This is an optimization exercise on Yosys and OpenROAD, whose aim is small area, a short achievable clock period and few clock cycles per item, not a production implementation.
For this run, only the layout was checked, not whether the RTL still works.
Power figures rest on the tool's default switching activity, not on a simulated workload.

$ cat design/flow/design.v
package video_pipeline_pkg;
  typedef enum logic [2:0] {
    REQ_IDLE  = 3'b001,
    REQ_READ  = 3'b010,
    REQ_STORE = 3'b100
  } req_state_e;
  typedef enum logic [1:0] {
    RESP_IDLE,
    RESP_FETCH,
    RESP_EMIT
  } resp_state_e;
  function automatic integer chunknum_bits(input integer hactive_bits, input integer chunk_bits);
    chunknum_bits = hactive_bits - chunk_bits;
  endfunction
  function automatic integer request_bits(input integer vactive_bits, input integer hactive_bits, input integer chunk_bits);
    request_bits = vactive_bits + chunknum_bits(hactive_bits, chunk_bits);
  endfunction
endpackage
module SyncFifo #(
  parameter int WIDTH     = 8,
  parameter int ADDR_BITS = 4
) (
  input  logic             clk,
  input  logic             rst,
  input  logic             wr_en_i,
  input  logic [WIDTH-1:0] wr_data_i,
  input  logic             rd_en_i,
  output logic [WIDTH-1:0] rd_data_o,
  output logic             empty_o,
  output logic             full_o
);
  logic [WIDTH-1:0]     mem_q [2**ADDR_BITS];
  logic [ADDR_BITS-1:0] wr_ptr_q, rd_ptr_q;
  logic [ADDR_BITS:0]   cnt_q;
  logic [WIDTH-1:0]     rd_data_q;
  logic                 push, pop;
  assign empty_o   = cnt_q == '0;
  assign full_o    = cnt_q[ADDR_BITS];
  assign push      = wr_en_i && !full_o;
  assign pop       = rd_en_i && !empty_o;
  assign rd_data_o = rd_data_q;
  always_ff @(posedge clk)
    if (push) mem_q[wr_ptr_q] <= wr_data_i;
  always_ff @(posedge clk)
    if (rst) begin
      wr_ptr_q  <= '0;
      rd_ptr_q  <= '0;
      cnt_q     <= '0;
      rd_data_q <= '0;
    end else begin
      if (push) wr_ptr_q <= wr_ptr_q + ADDR_BITS'(1);
      if (pop) begin
        rd_ptr_q  <= rd_ptr_q + ADDR_BITS'(1);
        rd_data_q <= mem_q[rd_ptr_q];
      end
      cnt_q <= cnt_q + (ADDR_BITS+1)'(push) - (ADDR_BITS+1)'(pop);
    end
endmodule
module video_pad_crop_filter #(
  parameter int CHUNK_BITS         = 5,
  parameter int HACTIVE_BITS       = 11,
  parameter int VACTIVE_BITS       = 11,
  parameter int BITS_PER_PIXEL     = 16,
  parameter int REQ_FIFO_ADDR_BITS = HACTIVE_BITS - CHUNK_BITS,
  parameter int PIX_FIFO_ADDR_BITS = CHUNK_BITS + 1
) (
  input  logic                                        scalerClock,
  input  logic                                        reset,
  input  logic                                        bypass,
  input  logic [VACTIVE_BITS-1:0]                     padTopRows,
  input  logic [HACTIVE_BITS-CHUNK_BITS-1:0]          padLeftChunks,
  input  logic [VACTIVE_BITS-1:0]                     sourceRows,
  input  logic [HACTIVE_BITS-CHUNK_BITS-1:0]          sourceChunks,
  input  logic [BITS_PER_PIXEL-1:0]                   padColor,
  output logic                                        downstreamRequestFifoReadEnable,
  input  logic                                        downstreamRequestFifoEmpty,
  input  logic [VACTIVE_BITS+HACTIVE_BITS-CHUNK_BITS-1:0] downstreamRequestFifoReadData,
  output logic                                        downstreamResponseFifoWriteEnable,
  input  logic                                        downstreamResponseFifoFull,
  output logic [BITS_PER_PIXEL-1:0]                   downstreamResponseFifoWriteData,
  input  logic                                        upstreamRequestFifoReadEnable,
  output logic                                        upstreamRequestFifoEmpty,
  output logic [VACTIVE_BITS+HACTIVE_BITS-CHUNK_BITS-1:0] upstreamRequestFifoReadData,
  input  logic                                        upstreamResponseFifoWriteEnable,
  output logic                                        upstreamResponseFifoFull,
  input  logic [BITS_PER_PIXEL-1:0]                   upstreamResponseFifoWriteData
);
  localparam int CNB = HACTIVE_BITS - CHUNK_BITS;
  localparam int RB  = VACTIVE_BITS + CNB;
  localparam int QA  = REQ_FIFO_ADDR_BITS;
  localparam int PA  = PIX_FIFO_ADDR_BITS;
  localparam int BPP = BITS_PER_PIXEL;
  localparam int QN  = 2**QA;
  localparam int PN  = 2**PA;
  logic                    rd_q, vld_q, cmp_q, st_q, busy_q, br_q, bc_q, win_q;
  logic [RB-1:0]           xl_q;
  logic [VACTIVE_BITS-1:0] in_row;
  logic [CNB-1:0]          in_chunk;
  logic [VACTIVE_BITS:0]   d_row;
  logic [CNB:0]            d_chunk;
  logic                    up_push, fl_push;
  logic                    u_full_q, f_full_q;
  assign {in_row, in_chunk} = downstreamRequestFifoReadData;
  assign d_row   = {1'b0, in_row} - {1'b0, padTopRows};
  assign d_chunk = {1'b0, in_chunk} - {1'b0, padLeftChunks};
  assign up_push = st_q && win_q;
  assign fl_push = st_q;
  assign downstreamRequestFifoReadEnable = rd_q;
  always_ff @(posedge scalerClock)
    if (reset) begin
      rd_q   <= 1'b0;
      vld_q  <= 1'b0;
      cmp_q  <= 1'b0;
      st_q   <= 1'b0;
      busy_q <= 1'b0;
    end else begin
      rd_q   <= !busy_q && !downstreamRequestFifoEmpty && !u_full_q && !f_full_q;
      vld_q  <= rd_q;
      cmp_q  <= vld_q;
      st_q   <= cmp_q;
      busy_q <= busy_q ? !st_q : !downstreamRequestFifoEmpty && !u_full_q && !f_full_q;
    end
  always_ff @(posedge scalerClock) begin
    if (vld_q) begin
      xl_q <= bypass ? downstreamRequestFifoReadData : {d_row[VACTIVE_BITS-1:0], d_chunk[CNB-1:0]};
      br_q <= d_row[VACTIVE_BITS];
      bc_q <= d_chunk[CNB];
    end
    if (cmp_q)
      win_q <= bypass || (!br_q && !bc_q &&
                          xl_q[RB-1:CNB] < sourceRows && xl_q[CNB-1:0] < sourceChunks);
  end
  logic [RB-1:0] umem [QN];
  logic [QA-1:0] u_wp, u_rp;
  logic [QA:0]   u_cnt;
  logic          u_pop, u_empty_q;
  logic [RB-1:0] u_rd_q;
  logic [QN-1:0] u_sel;
  logic [RB-1:0] u_rdata;
  assign u_pop = upstreamRequestFifoReadEnable && !u_empty_q;
  assign upstreamRequestFifoEmpty    = u_empty_q;
  assign upstreamRequestFifoReadData = u_rd_q;
  always_comb begin
    u_sel = '0;
    u_sel[u_rp] = 1'b1;
    u_rdata = '0;
    for (int i = 0; i < QN; i++) u_rdata = u_rdata | (umem[i] & {RB{u_sel[i]}});
  end
  always_ff @(posedge scalerClock)
    if (up_push) umem[u_wp] <= xl_q;
  always_ff @(posedge scalerClock)
    if (u_pop) u_rd_q <= u_rdata;
  always_ff @(posedge scalerClock)
    if (reset) begin
      u_wp      <= '0;
      u_rp      <= '0;
      u_cnt     <= '0;
      u_empty_q <= 1'b1;
      u_full_q  <= 1'b0;
    end else begin
      if (up_push) u_wp <= u_wp + QA'(1);
      if (u_pop)   u_rp <= u_rp + QA'(1);
      case ({up_push, u_pop})
        2'b10: begin
          u_cnt     <= u_cnt + (QA+1)'(1);
          u_empty_q <= 1'b0;
          u_full_q  <= u_cnt == (QA+1)'(QN-1);
        end
        2'b01: begin
          u_cnt     <= u_cnt - (QA+1)'(1);
          u_empty_q <= u_cnt == (QA+1)'(1);
          u_full_q  <= 1'b0;
        end
        default: ;
      endcase
    end
  logic [QN-1:0] fmem;
  logic [QA-1:0] f_wp, f_rp;
  logic [QA:0]   f_cnt;
  logic          f_pop, f_empty_q;
  always_ff @(posedge scalerClock)
    if (fl_push) fmem[f_wp] <= win_q;
  always_ff @(posedge scalerClock)
    if (reset) begin
      f_wp      <= '0;
      f_rp      <= '0;
      f_cnt     <= '0;
      f_empty_q <= 1'b1;
      f_full_q  <= 1'b0;
    end else begin
      if (fl_push) f_wp <= f_wp + QA'(1);
      if (f_pop)   f_rp <= f_rp + QA'(1);
      case ({fl_push, f_pop})
        2'b10: begin
          f_cnt     <= f_cnt + (QA+1)'(1);
          f_empty_q <= 1'b0;
          f_full_q  <= f_cnt == (QA+1)'(QN-1);
        end
        2'b01: begin
          f_cnt     <= f_cnt - (QA+1)'(1);
          f_empty_q <= f_cnt == (QA+1)'(1);
          f_full_q  <= 1'b0;
        end
        default: ;
      endcase
    end
  logic [BPP-1:0] pmem [PN];
  logic [PA-1:0]  p_wp, p_rp;
  logic [PA:0]    p_cnt;
  logic           p_push, p_pop, p_empty_q, p_full_q;
  logic [PN-1:0]  p_sel;
  logic [BPP-1:0] p_rdata;
  assign p_push = upstreamResponseFifoWriteEnable && !p_full_q;
  assign upstreamResponseFifoFull = p_full_q || reset;
  always_comb begin
    p_sel = '0;
    p_sel[p_rp] = 1'b1;
    p_rdata = '0;
    for (int i = 0; i < PN; i++) p_rdata = p_rdata | (pmem[i] & {BPP{p_sel[i]}});
  end
  always_ff @(posedge scalerClock)
    if (p_push) pmem[p_wp] <= upstreamResponseFifoWriteData;
  always_ff @(posedge scalerClock)
    if (reset) begin
      p_wp      <= '0;
      p_rp      <= '0;
      p_cnt     <= '0;
      p_empty_q <= 1'b1;
      p_full_q  <= 1'b0;
    end else begin
      if (p_push) p_wp <= p_wp + PA'(1);
      if (p_pop)  p_rp <= p_rp + PA'(1);
      case ({p_push, p_pop})
        2'b10: begin
          p_cnt     <= p_cnt + (PA+1)'(1);
          p_empty_q <= 1'b0;
          p_full_q  <= p_cnt == (PA+1)'(PN-1);
        end
        2'b01: begin
          p_cnt     <= p_cnt - (PA+1)'(1);
          p_empty_q <= p_cnt == (PA+1)'(1);
          p_full_q  <= 1'b0;
        end
        default: ;
      endcase
    end
  logic                  cur_v, cur_pad, i31_q, can, issue, nxt;
  logic [CHUNK_BITS-1:0] idx;
  logic                  we_q;
  logic [BPP-1:0]        wd_q;
  assign can   = cur_v && (cur_pad || !p_empty_q);
  assign issue = can && !downstreamResponseFifoFull;
  assign nxt   = !cur_v || (issue && i31_q);
  assign f_pop = nxt && !f_empty_q;
  assign p_pop = issue && !cur_pad;
  assign downstreamResponseFifoWriteEnable = we_q;
  assign downstreamResponseFifoWriteData   = wd_q;
  always_ff @(posedge scalerClock)
    if (reset) begin
      cur_v   <= 1'b0;
      cur_pad <= 1'b0;
      idx     <= '0;
      i31_q   <= 1'b0;
      we_q    <= 1'b0;
      wd_q    <= '0;
    end else begin
      if (nxt) begin
        cur_v   <= !f_empty_q;
        cur_pad <= !fmem[f_rp];
      end
      if (issue) begin
        idx   <= idx + CHUNK_BITS'(1);
        i31_q <= idx == CHUNK_BITS'(2**CHUNK_BITS-2);
      end
      we_q <= issue;
      wd_q <= !issue ? '0 : cur_pad ? padColor : p_rdata;
    end
endmodule
$ cat design/flow/constraint.sdc
create_clock -name core_clock -period 5.0 [get_ports {scalerClock}]
set_input_delay 1.0000 -clock core_clock [delete_from_list [all_inputs] [get_ports {scalerClock}]]
set_output_delay 1.0000 -clock core_clock [all_outputs]
set_load 0.01 [all_outputs]
$ cat design/flow/config.mk
export PLATFORM = sky130hd
export DESIGN_NAME = video_pad_crop_filter
export DESIGN_NICKNAME = video_pad_crop_filter
export VERILOG_FILES = /design/flow/design.v
export SDC_FILE = /design/flow/constraint.sdc
export NUM_CORES = 4
export LEC_CHECK = 0
export CAP_MARGIN = 20
export CORE_MARGIN = 2
export CORE_UTILIZATION = 40
export SETUP_SLACK_MARGIN = 2.7
export SLEW_MARGIN = 20
$ cat design/flow/run.sh
#!/bin/bash
# synth_recipe.tcl (not shown) runs the flow's synth.tcl, then flattens the netlist and writes it again
# the make line also repeats each setting of config.mk as NAME=value (left out here)
make -C /OpenROAD-flow-scripts/flow DESIGN_CONFIG=/design/flow/config.mk WORK_HOME=/design/flow/orfs CLKGATE_MAP_FILE= SYNTH_SCRIPT=/design/flow/synth_recipe.tcl finish
==> notes.md <==
Non-Filler Instances - 9,350
Layout area overhead - 31.3%
Dpl hpwl - 202,000 µm
First-pass GRT wire length - 472,000 µm
Die width - 471 µm
Number of CTS-inserted buffers - 227
Seq/Total Area, Yosys - 78.2%
Total clock sinks - 2,306
CTS Hold Bufs - 0
Fin Setup TNS - 0 ns
Worst reg2reg endpoint - u_rd_q[4]
Critical-path maximum fanout - 11
Most common cell after layout, fill and taps aside - edfxtp_1
Core Rows - 171
Via count - 62,032
H-tree depth - 4
Routed Antenna Nets - 0
#FFs+latches synth - 2,306
Final Setup Violations - 0
Min-Delay Path Class - flip-flop to flip-flop
Required time of the critical path - 5.60 ns
Ys Warns - 1
Crit path time final - 3.55 ns
Die H - 471 µm
Relative slew margins - 9.17%
Starting Density - 40.2%
Pwr Density - 345 nW/µm²
Synth Area in Adders - 0.963%
Drt wl/cell - 38.0 µm
Synth cell types - 78
Post-placement cell count - 8,192
Commonest cells after routing, fill and taps aside - edfxtp_1 (2,213), buf_4 (585), a22oi_1 (470)
Final Skew - 0.100 ns
Top cell by count, worst path - buf_4
GPL Wtd Cong - 0.953
Status - finished clean
Worst-margin pin slew - 1.35 ns
GRT Total Usage - 30.6%
Clk buf depth - 3
Clock slew seen by the registers of the worst setup and hold paths - 0.06 ns
Vias in the first global route - 57,455
Via density - 6.63
Mapped Area - 87,300 µm²
Post-Synth XOR/XNOR Area - 0.642%
Post-synth net total - 5,371
Simple-gate area share of the yosys netlist - 5.64%
Fin crit share - 71.0%
TritonCTS clock tree - built
Root buf cell - clkbuf_16
Mux contribution to synthesized area - 1.05%
First-pass DRT Iterations - 9
Antenna violations before repair - 16
R2R depth - 9
Worst VDD drop - 0.383 mV
Post-synthesis cell count - 5,215
DRT iter0 DRCs - 11,948
FF-to-FF Start - u_rp[3]
Share of layout cells above drive strength 1 - 33.1%
Worst-path cell chain - o31a_1 -> or3_4 -> buf_4 -> nor3_4 -> buf_4 -> a222oi_1 -> nand4_1 -> nor4_4 -> nand3_2
Die area - 222,000 µm²
Post-synthesis compound-gate area fraction - 12.0%
Port buffer count - 126
CP Capture Type - flip-flop
RSZ-0062 raised after global routing - yes
Fraction of registers with async set/reset - 0%
Final hold vios - 0
Syn_area_per_cell - 16.7 µm²
Core area - 217,000 µm²
Hold depth - 1
Highest-delay cell along the critical path - nor4_4
Peak Freq - 0.282 GHz
Post-synth EDFFs - 2,213
GRT overflow - 0
Nets - 6,452
Drt drc - 0
Critical hold path startpoint - busy_q
Worst path max stage delay - 0.57 ns
Critical path class - flip-flop to flip-flop
Later-pin clock latency in the skew report - 0.96 ns
Largest net degree at the start of global routing - 77
Critical Path Source Type - flip-flop
Pins Over Slew Limit - 0
Worst hold endpoint - busy_q
Max_cap viols - 0
Final WL - 355,000 µm
Largest family of logic cells by synthesized area - compound AO/OA/AOI/OAI gates
Reg2Reg Setup Slack - 1.45 ns
Leakage - 37.0 nW
Main synth FF type - edfxtp_1
# IOs - 127
Arr. time, crit path - 4.15 ns
==> where the power goes <==
| group | switching (W) | internal, W |
|---|---|---|
| combinational | 0.000785 | 0.000426 |
| sequential | 0.0000488 | 0.0211 |
| clock | 0.00774 | 0.00942 |
| total | 0.00857 | 0.0310 |
==> flip-flops by register name, summed over array words and instances (netlist names), 5 cells and up <==
signal / cells
umem: 1088
pmem: 1024
p_cnt: 7
fmem: 64
u_cnt: 7
xl_q: 17
idx: 5
p_rp: 6
wd_q: 16
p_wp: 6
f_rp: 6
u_rp: 6
f_wp: 6
u_rd_q: 17
f_cnt: 7
u_wp: 6
==> how the worst max path moves through the flow <==
| stage | slack (ns) | startpoint | cells past startpoint | end |
|---|---|---|---|---|
| 3_5_place_dp | 0.25 | u_rp[2] | 9 | u_rd_q[4] |
| 4_1_cts | 1.62 | u_rp[2] | 10 | u_rd_q[4] |
| 6_report | 1.45 | u_rp[3] | 9 | u_rd_q[4] |
| 3_3_place_gp | 0.16 | u_rp[2] | 9 | u_rd_q[15] |
| 2_1_floorplan | 2.06 | u_rp[1] | 11 | u_rd_q[12] |
| 5_1_grt | 1.41 | p_rp[1] | 11 | wd_q[0] |
==> per-stage QoR <==
stage | instance area (µm²) | setup slack [ns] | hold WS (ns) | total power [W] | util (%)
after floorplan | 90300 | 2.06 | 0.403 | 0.0221 | -
after global placement | 95400 | 0.158 | 0.430 | 0.0225 | 43.9
after detailed placement | 95400 | 0.250 | 0.435 | 0.0226 | 43.9
after CTS | 112000 | 1.62 | 0.449 | 0.0394 | 51.6
after global routing | 115000 | 1.41 | 0.469 | 0.0403 | 52.8
final | 115000 | 1.45 | 0.443 | 0.0395 | 52.8
==> metal layers <==
metal	vias up	global-route usage (%)	share of wire [%]
li1	23806	-	-
met1	31045	39.8	34
met2	5832	44.7	43
met3	1333	10.1	15
met4	16	18.1	7.4
met5	-	0	0.043
==> cells by family (layout without fill, tap and decap cells) <==
logic type	count (synthesis)	in the layout
AO/OA/AOI/OAI	1392	1396
AND/OR/NAND/NOR	1004	1007
other	0	8
XOR/XNOR	64	64
flip-flops	2306	2306
multiplexers	62	64
adder cells (fa/ha/maj)	66	66
buffers and inverters	321	1585
==> cell type report <==
| type | count | area (µm²) |
|---|---|---|
| fillers | 16842 | 102000 |
| well taps | 2854 | 3570 |
| multi-input cells | 2597 | 22900 |
| inverters | 67 | 309 |
| clock buffers | 283 | 6030 |
| diodes | 8 | 20.0 |
| repair buffers | 1097 | 12000 |
| flip-flops and latches | 2306 | 68400 |
| clock inverters | 138 | 1400 |
==> Yosys cell counts, types with 19 or more instances <==
cell	count	area share (%)
edfxtp_1	2213	76
a22oi_1	520	4.5
nor2_1	324	1.4
clkbuf_1	211	0.91
nand2_1	198	0.85
o21ai_0	159	0.91
a22o_1	140	1.4
a221oi_1	134	1.3
nand4_1	122	0.87
a21oi_1	117	0.67
a222oi_1	115	1.3
nand3_1	108	0.62
dfxtp_1	93	2.1
ha_1	64	0.92
inv_1	64	0.28
nor3_1	49	0.28
nor4_1	39	0.28
xor2_1	37	0.37
a31oi_1	30	0.21
xnor2_1	27	0.27
nor2b_1	26	0.19
a32oi_1	25	0.25
mux2_2	24	0.31
buf_2	21	0.12
mux4_2	21	0.54
a211oi_1	20	0.17
buf_1	19	0.082
==> timing repair <==
action,CTS,global route
buffers inserted,548,159
setup endpoints to repair,2182,547
resized for setup,767,254
gates cloned,16,6
pin swaps,324,194
==> worst max-delay path, delay by kind of cell (launching register included) <==
family	cells	cell delay, ns
simple gates	5	1.55
buf+inv	2	0.46
compound gates	2	0.77
flops	1	0.42

static timing again, ports no longer ideal:
The flow's constraints put no driver on any port. The routed layout listed below was extracted and timed again, unchanged, in two steps. Step 1, drivers: a clkbuf_16 drives scalerClock and a buf_2 each remaining input, both assumed. Step 2, shift: input delay + t, output delay - t, t = (earliest + latest rising clock arrival at the registers) / 2. This alone moves slack from input paths to output paths. Three values: ideal ports, drivers, drivers and shift; two values: the first two.
t (ns): 0.986
setup WS [ns]: 1.450 / 1.450 / 1.450
clock arrival spread, ns: 0.113 / 0.114
worst slew at a driven data input, ns: 0.08
After both steps setup and hold are still met in this run. For this run, drivers alone change the setup slack by 0.000 ns; drivers and shift together by 0.000 ns.
